This is an optimization exercise on Yosys and OpenROAD, whose aim is small area, a short achievable clock period and few clock cycles per item, not a production implementation. The RTL was checked by simulation tests, not by an equivalence proof against the original design. Power is estimated from default activity; no workload was simulated.

==> flow/constraint.sdc <==
create_clock -name core_clock -period 5.0 [get_ports {clock}]
set_input_delay 1.0000 -clock core_clock [delete_from_list [all_inputs] [get_ports {clock}]]
set_output_delay 1.0000 -clock core_clock [all_outputs]
set_load 0.01 [all_outputs]
==> flow/design.v <==
package wsm_pkg;
   localparam int CHAR_W = 8;
   localparam int CMD_W  = 2;
   localparam logic [CMD_W-1:0] CMD_CLEAR  = 2'd0;
   localparam logic [CMD_W-1:0] CMD_APPEND = 2'd1;
   localparam logic [CMD_W-1:0] CMD_TEXT   = 2'd2;
   localparam logic [CMD_W-1:0] CMD_FINISH = 2'd3;
   localparam logic [CHAR_W-1:0] WILD_ONE = 8'h3F;
   localparam logic [CHAR_W-1:0] WILD_RUN = 8'h2A;
   typedef struct packed {
      logic              valid;
      logic [CHAR_W-1:0] text;
      logic              left_new;
      logic              left_old;
   } wave_type;
endpackage
module wsm_cell (
   input  logic                       clock,
   input  logic                       reset,
   input  logic                       kill,
   input  logic                       wr_en,
   input  logic [wsm_pkg::CHAR_W-1:0] wr_char,
   input  logic                       wr_bit,
   input  wsm_pkg::wave_type          wave_in,
   output wsm_pkg::wave_type          wave_out,
   output logic                       match_bit
);
   logic [wsm_pkg::CHAR_W-1:0] pat_ff;
   logic                       bit_ff;
   logic                       bit_in;
   wsm_pkg::wave_type          wave_ff;
   wsm_pkg::wave_type          wave_in_next;
   logic                       new_bit;
   always_comb begin
      if (pat_ff == wsm_pkg::WILD_ONE || pat_ff == wave_in.text) begin
         new_bit = wave_in.left_old;
      end else if (pat_ff == wsm_pkg::WILD_RUN) begin
         new_bit = wave_in.left_new | bit_ff;
      end else begin
         new_bit = 1'b0;
      end
   end
   always_comb begin
      bit_in                = bit_ff;
      wave_in_next.valid    = wave_in.valid;
      wave_in_next.text     = wave_in.text;
      wave_in_next.left_new = new_bit;
      wave_in_next.left_old = bit_ff;
      if (wr_en) begin
         bit_in = wr_bit;
      end else if (wave_in.valid) begin
         bit_in = new_bit;
      end
   end
   always_ff @(posedge clock) begin
      if (wr_en) begin
         pat_ff <= wr_char;
      end
      bit_ff <= bit_in;
      if (reset || kill) begin
         wave_ff.valid <= 1'b0;
      end else begin
         wave_ff <= wave_in_next;
      end
   end
   assign wave_out  = wave_ff;
   assign match_bit = bit_ff;
endmodule
module wildcard_string_matcher_core #(
   parameter int MAX_PATTERN = 64
) (
   input  logic        clock,
   input  logic        reset,
   input  logic        req_tvalid,
   output logic        req_tready,
   input  logic [7:0]  req_tdata,    
   input  logic [1:0]  req_tuser,    
   output logic        rsp_tvalid,
   input  logic        rsp_tready,
   output logic [7:0]  rsp_tdata     
);
   localparam int LEN_W = $clog2(MAX_PATTERN + 1);
   localparam logic ST_IDLE = 1'b0;
   localparam logic ST_WAVE = 1'b1;
   logic                 state_ff, state_in;
   logic [LEN_W-1:0]     len_ff, len_in;
   logic [LEN_W-1:0]     cnt_ff, cnt_in;
   logic                 ovf_ff, ovf_in;
   logic                 seen_ff, seen_in;
   logic                 bit0_ff, bit0_in;
   wsm_pkg::wave_type    launch_ff, launch_in;
   logic                 rsp_valid_ff, rsp_valid_in;
   logic                 rsp_match_ff, rsp_match_in;
   logic                 rsp_ovf_ff, rsp_ovf_in;
   logic                 slot_free;
   logic                 accept;
   logic                 kill;
   logic                 wr_go;
   logic                 wr_bit;
   logic                 full;
   logic [MAX_PATTERN:0] row;
   localparam int WAVE_W = wsm_pkg::CHAR_W + 3;
   logic [(MAX_PATTERN+1)*WAVE_W-1:0] wave_chain;
   assign slot_free  = !rsp_valid_ff || rsp_tready;
   assign req_tready = (state_ff == ST_IDLE) && slot_free;
   assign accept     = req_tvalid && req_tready;
   assign full       = (len_ff == LEN_W'(MAX_PATTERN));
   assign wr_go  = accept && (req_tuser == wsm_pkg::CMD_APPEND) && !seen_ff && !full;
   assign wr_bit = (req_tdata == wsm_pkg::WILD_RUN) && row[len_ff];
   assign row[0]        = bit0_ff;
   assign wave_chain[0 +: WAVE_W] = launch_ff;
   genvar j;
   generate
      for (j = 1; j <= MAX_PATTERN; j++) begin : g_cell
         wsm_cell u_cell (
            .clock     (clock),
            .reset     (reset),
            .kill      (kill),
            .wr_en     (wr_go && (len_ff == LEN_W'(j - 1))),
            .wr_char   (req_tdata),
            .wr_bit    (wr_bit),
            .wave_in   (wave_chain[(j-1)*WAVE_W +: WAVE_W]),
            .wave_out  (wave_chain[j*WAVE_W +: WAVE_W]),
            .match_bit (row[j])
         );
      end
   endgenerate
   always_comb begin
      state_in          = state_ff;
      len_in            = len_ff;
      cnt_in            = cnt_ff;
      ovf_in            = ovf_ff;
      seen_in           = seen_ff;
      bit0_in           = bit0_ff;
      kill              = 1'b0;
      launch_in.valid    = 1'b0;
      launch_in.text     = req_tdata;
      launch_in.left_new = 1'b0;
      launch_in.left_old = bit0_ff;
      rsp_valid_in      = rsp_valid_ff && !rsp_tready;
      rsp_match_in      = rsp_match_ff;
      rsp_ovf_in        = rsp_ovf_ff;
      case (state_ff)
         ST_IDLE: begin
            if (accept) begin
               case (req_tuser)
                  wsm_pkg::CMD_CLEAR: begin
                     len_in  = '0;
                     ovf_in  = 1'b0;
                     seen_in = 1'b0;
                     bit0_in = 1'b1;
                     kill    = 1'b1;
                  end
                  wsm_pkg::CMD_APPEND: begin
                     if (!seen_ff) begin
                        if (full) begin
                           ovf_in = 1'b1;
                        end else begin
                           len_in = len_ff + LEN_W'(1);
                        end
                     end
                  end
                  wsm_pkg::CMD_TEXT: begin
                     seen_in = 1'b1;
                     bit0_in = 1'b0;
                     if (len_ff == '0) begin
                        rsp_valid_in = 1'b1;
                        rsp_match_in = 1'b0;
                        rsp_ovf_in   = ovf_ff;
                     end else begin
                        launch_in.valid = 1'b1;
                        cnt_in          = len_ff;
                        state_in        = ST_WAVE;
                     end
                  end
                  wsm_pkg::CMD_FINISH: begin
                     rsp_valid_in = 1'b1;
                     rsp_match_in = row[len_ff];
                     rsp_ovf_in   = ovf_ff;
                  end
                  default: begin
                  end
               endcase
            end
         end
         ST_WAVE: begin
            if (cnt_ff != '0) begin
               cnt_in = cnt_ff - LEN_W'(1);
            end else if (slot_free) begin
               rsp_valid_in = 1'b1;
               rsp_match_in = row[len_ff];
               rsp_ovf_in   = ovf_ff;
               state_in     = ST_IDLE;
            end
         end
         default: begin
            state_in = ST_IDLE;
         end
      endcase
   end
   always_ff @(posedge clock) begin
      if (reset) begin
         state_ff        <= ST_IDLE;
         len_ff          <= '0;
         cnt_ff          <= '0;
         ovf_ff          <= 1'b0;
         seen_ff         <= 1'b0;
         bit0_ff         <= 1'b1;
         launch_ff.valid <= 1'b0;
         rsp_valid_ff    <= 1'b0;
      end else begin
         state_ff     <= state_in;
         len_ff       <= len_in;
         cnt_ff       <= cnt_in;
         ovf_ff       <= ovf_in;
         seen_ff      <= seen_in;
         bit0_ff      <= bit0_in;
         launch_ff    <= launch_in;
         rsp_valid_ff <= rsp_valid_in;
      end
      rsp_match_ff <= rsp_match_in;
      rsp_ovf_ff   <= rsp_ovf_in;
   end
   assign rsp_tvalid = rsp_valid_ff;
   assign rsp_tdata  = {6'b0, rsp_ovf_ff, rsp_match_ff};
endmodule
==> flow/config.mk <==
export PLATFORM = sky130hd
export DESIGN_NAME = wildcard_string_matcher_core
export DESIGN_NICKNAME = wildcard_string_matcher_core
export VERILOG_FILES = /design/flow/design.v
export SDC_FILE = /design/flow/constraint.sdc
export NUM_CORES = 4
export LEC_CHECK = 0
export CAP_MARGIN = 20
export CORE_MARGIN = 2
export CORE_UTILIZATION = 40
export SLEW_MARGIN = 20
==> flow/run.sh <==
#!/bin/bash
# synth_recipe.tcl (not shown) runs the flow's synth.tcl, then flattens the netlist and writes it again
# the make line also repeats each setting of config.mk as NAME=value (left out here)
make -C /OpenROAD-flow-scripts/flow DESIGN_CONFIG=/design/flow/config.mk WORK_HOME=/design/flow/orfs CLKGATE_MAP_FILE= SYNTH_SCRIPT=/design/flow/synth_recipe.tcl finish
==> notes.md <==
==> stage by stage <==
stage / util (%) / setup WS, ns / total power, mW / std cells
2_1_floorplan: - / 0.186 / 13.0 / 3100
3_3_place_gp: 42.6 / 0.514 / 13.3 / 4795
3_5_place_dp: 42.6 / 0.907 / 13.3 / 4795
4_1_cts: 46.0 / 1.33 / 23.0 / 5035
5_1_grt: 46.0 / 1.22 / 23.5 / 5035
6_report: 46.0 / 1.30 / 22.8 / 5035
==> state kept, by name, indices dropped and copies added, names as in the netlist <==
register and count:
g_cell.u_cell.wave_ff 693, cnt_ff 7, len_ff 7, ovf_ff 1, g_cell.u_cell.pat_ff 512, g_cell.u_cell.bit_ff 64, bit0_ff 1, state_ff 1
rsp_match_ff 1, rsp_valid_ff 1, seen_ff 1, launch_ff 10, rsp_ovf_ff 1
==> cell usage after synthesis (2+ instances only) <==
master,number,area share (%)
ha_1,6,0.15
buf_4,10,0.15
a211oi_1,7,0.11
and3_1,2,0.025
nand2_1,52,0.39
mux2i_1,92,1.8
a21oi_1,62,0.62
buf_6,9,0.20
nor3_1,115,1.2
nand3_1,78,0.78
o21bai_1,48,0.72
xor2_1,132,2.3
mux4_2,2,0.090
or2_2,64,0.80
nor4b_1,5,0.088
xnor2_1,386,6.8
o21ai_0,83,0.83
nand4b_1,2,0.035
inv_1,76,0.57
clkbuf_1,22,0.17
a31oi_1,2,0.025
a32oi_1,3,0.053
a41oi_1,2,0.035
nand3b_1,2,0.030
nor2_1,216,1.6
and2_1,66,0.83
a22oi_1,23,0.35
nor2b_1,10,0.13
nor4bb_1,2,0.040
nand4_1,165,2.1
nor4_1,34,0.43
dfxtp_1,83,3.3
edfxtp_1,1217,73
==> logic make-up (layout without fill, tap and decap cells) <==
group	after synthesis	in the layout	share of synthesized area, %
compound gates	237	237	2.89
xor+xnor	518	518	9.07
fa+ha+maj	6	6	0.150
buf+inv	120	418	1.12
flops	1300	1300	76.3
mux	95	95	1.95
other cells	1	6	0.00749
simple gates	818	818	8.47
==> placed cells by master, fill, tap and decap left out, types with 4 or more instances in the layout <==
master           instances
clkdlybuf4s50_1          9
bufinv_16               12
o21bai_1                48
a21oi_1                 62
nor2_1                 216
clkbuf_16              133
conb_1                   6
buf_4                   84
nor4b_1                  5
buf_12                   9
clkinv_8                 4
nand4_1                165
xnor2_1                386
a211oi_1                 7
clkinv_1                18
xor2_1                 132
ha_1                     6
nand2_1                 52
clkinv_2                23
clkbuf_8                 6
clkinvlp_4               9
nand3_1                 77
o21ai_0                 83
dfxtp_1                 82
clkbuf_1                24
mux2i_1                 92
nor2b_1                 10
inv_6                    6
nor3_1                 115
a22oi_1                 23
edfxtp_1              1217
inv_1                   75
clkinv_4                 4
nor4_1                  34
or2_2                   64
and2_1                  66
==> critical path: cells and delay by family, from the launching register on <==
family                 cells  cell delay (ns)
AND/OR/NAND/NOR            2             0.30
multiplexers               2             0.67
AO/OA/AOI/OAI              2             0.51
flip-flops                 1             0.95
buffers and inverters      2             0.92
==> metal layers <==
layer / GRT usage (%) / up-vias / part of all wire [%]
met5: 0 / - / 0
li1: - / 11970 / -
met3: 3.16 / 147 / 5.8
met4: 4.83 / 0 / 2.1
met1: 23.1 / 12889 / 45
met2: 27.0 / 730 / 47
==> area by class of cell <==
cell class	count	area share, %
Clock buffer	163	6.14
Clock inverter	77	1.37
Inverter	76	0.513
Multi-Input combinational cell	1680	19.8
Sequential cell	1300	67.0
Tap cell	1637	3.59
Timing Repair Buffer	102	1.58
==> power by group through the flow <==
stage / combinational, mW / clock [mW] / sequential, mW
after global routing: 0.652 / 10.3 / 12.5
after detailed placement: 0.607 / 0 / 12.7
final: 0.600 / 9.70 / 12.5
after floorplan: 0.351 / 0 / 12.7
after CTS: 0.608 / 9.90 / 12.5
after global placement: 0.598 / 0 / 12.7
==> final timing paths <==
kind | to | depth (start not counted) | start | slack (ns)
setup / recovery | g_cell[29].u_cell.bit_ff$_DFFE_PP_ | 8 | len_ff[1]$_SDFFE_PP0P_ | 1.30
hold / removal | g_cell[17].u_cell.wave_ff[10]$_SDFF_PP0_ | 1 | g_cell[16].u_cell.wave_ff[10]$_SDFF_PP0_ | 0.44
setup reg to reg | g_cell[29].u_cell.bit_ff$_DFFE_PP_ | 8 | len_ff[1]$_SDFFE_PP0P_ | 1.30
hold reg to reg | g_cell[17].u_cell.wave_ff[10]$_SDFF_PP0_ | 1 | g_cell[16].u_cell.wave_ff[10]$_SDFF_PP0_ | 0.44
==> flow_summary.json <==
{
  "synthToLayoutAreaGrowth_pct": 14.0,
  "antenna_found_initial": 2,
  "sw_frac_of_total_pct": 20.6,
  "grt_pass1_vias": 25822,
  "yosysWarnings": 2,
  "dieArea_mm2": 0.128,
  "cts_root_buf": "clkbuf_16",
  "critical_path_class": "reg -> reg",
  "diodes": 0,
  "yosysUniqueCellTypes": 50,
  "outcome": "no timing/DRC/antenna violations",
  "drv_cap": 0,
  "holdCritPathClass": "reg -> reg",
  "htreeDepth": 4,
  "cts_setup_buffers": 0,
  "rows": 129,
  "fp.coreArea_mm2": 0.124,
  "finalMaxSlewViolations": 0,
  "post_synth.cell_area_avg_um2": 16.2,
  "globalplace.congestion": 0.829,
  "synthArstFlopShare_pct": 0,
  "p_clk_share_pct": 42.5,
  "dp_hpwl_um": 67500,
  "finalInstanceArea_mm2": 0.0570,
  "cp_cell_sequence": "buf_12 > mux2i_1 > a22oi_1 > nand3_1 > nand4_1 > o311ai_4 > buf_4 > mux2i_1",
  "worstPathArrival_ns": 4.14,
  "worstSetupStartpointType": "flip-flop",
  "wl_um": 106000,
  "grt_max_degree": 113,
  "relSlewSlack_pct": 25.9,
  "ios": 24,
  "seqCellArea_mm2": 0.0382,
  "drtIter0Drc": 2111,
  "power.density_mw_per_mm2": 400,
  "max_stage_delay_ns": 0.95,
  "drive_gt1_share_pct": 10.7,
  "rsz0062_at_grt": "no",
  "path_common_cell": "mux2i_1",
  "start_util_pct": 40.4,
  "worst_pin_slew_ns": 1.10,
  "syn_inst": 3095,
  "die_w_um": 358,
  "cts_tree": "yes",
  "clkTransAtPathRegs_ns": 0.06,
  "worstSetupEndpointType": "flip-flop",
  "clockBufferDepth": 3,
  "grt-ovfl-total": 0,
  "p_switching_mw": 4.71,
  "critPathMaxFanout": 46,
  "wl_per_cell_um": 21.1,
  "grt_usage_pct": 16.7,
  "yosysSeqAreaShare_pct": 76.3,
  "ys_seq_elements": 1300,
  "drt-vias-per-instance": 5.11,
  "fin_skew_ns": 0.0337,
  "timing.fmax_mhz": 270,
  "port_buffers": 17,
  "die_h_um": 358,
  "min_period_ns": 3.70,
  "ir_drop_v": 0.000276,
  "cts_made_buffers": 132,
  "fin_crit_sh_pct": 74.1,
  "final.fill_count": 10699,
  "clock-sinks": 1300,
  "cts_resized": 0,
  "combPwrFrac_pct": 2.6,
  "hold_ws_ns": 0.444,
  "slowest_stage": "dfxtp_2",
  "p_leak_nw": 18.5,
  "clock_latency_ns": 0.75,
  "vias": 25736,
  "seqPwrFrac_pct": 54.9,
  "drcViolationCount": 0,
  "internal_power_mw": 18.1,
  "multi_input_area_mm2": 0.0113,
  "setup_viol": 0,
  "placed_cell_area_mm2": 0.0528,
  "ant_nets": 0,
  "tns_ns": 0,
  "hold_viol_final": 0,
  "nets": 3312,
  "drt_first_pass_iters": 7,
  "required_ns": 5.44,
  "syn-cell-area_mm2": 0.0500,
  "postCtsHoldBufs": 0,
  "synth_edf_count": 1217,
  "grt_pass1_wl_um": 159000,
  "ys.flop_type": "edfxtp_1"
}
Testbench counts, summed over its fixed seeds: cycles 205,058, items 5,396.

-- what the ideal ports hide --
Ports are ideal in the flow. The routed layout listed here was re-timed in OpenROAD. Step 1: set_driving_cell puts a clkbuf_16 on clock and a buf_2 on each other input, an assumption about the parent block. Step 2 moves the port delays by t, midway between the first and last clock arrival at a register: inputs arrive t later, outputs are due t later. That takes back most of the time a late clock gives input paths. a / b / c = ideal / step 1 / step 2; a / b = the first two.
shift t [ns]: 0.800
setup WS [ns]: 1.297 / 1.297 / 0.842
worst register clock-pin slew, ns: 0.07 / 0.07
worst slew at a driven data input, ns: 0.03
After both steps this run still meets setup and hold. For this run, drivers alone change the setup slack by 0.000 ns; drivers and shift together by -0.455 ns.
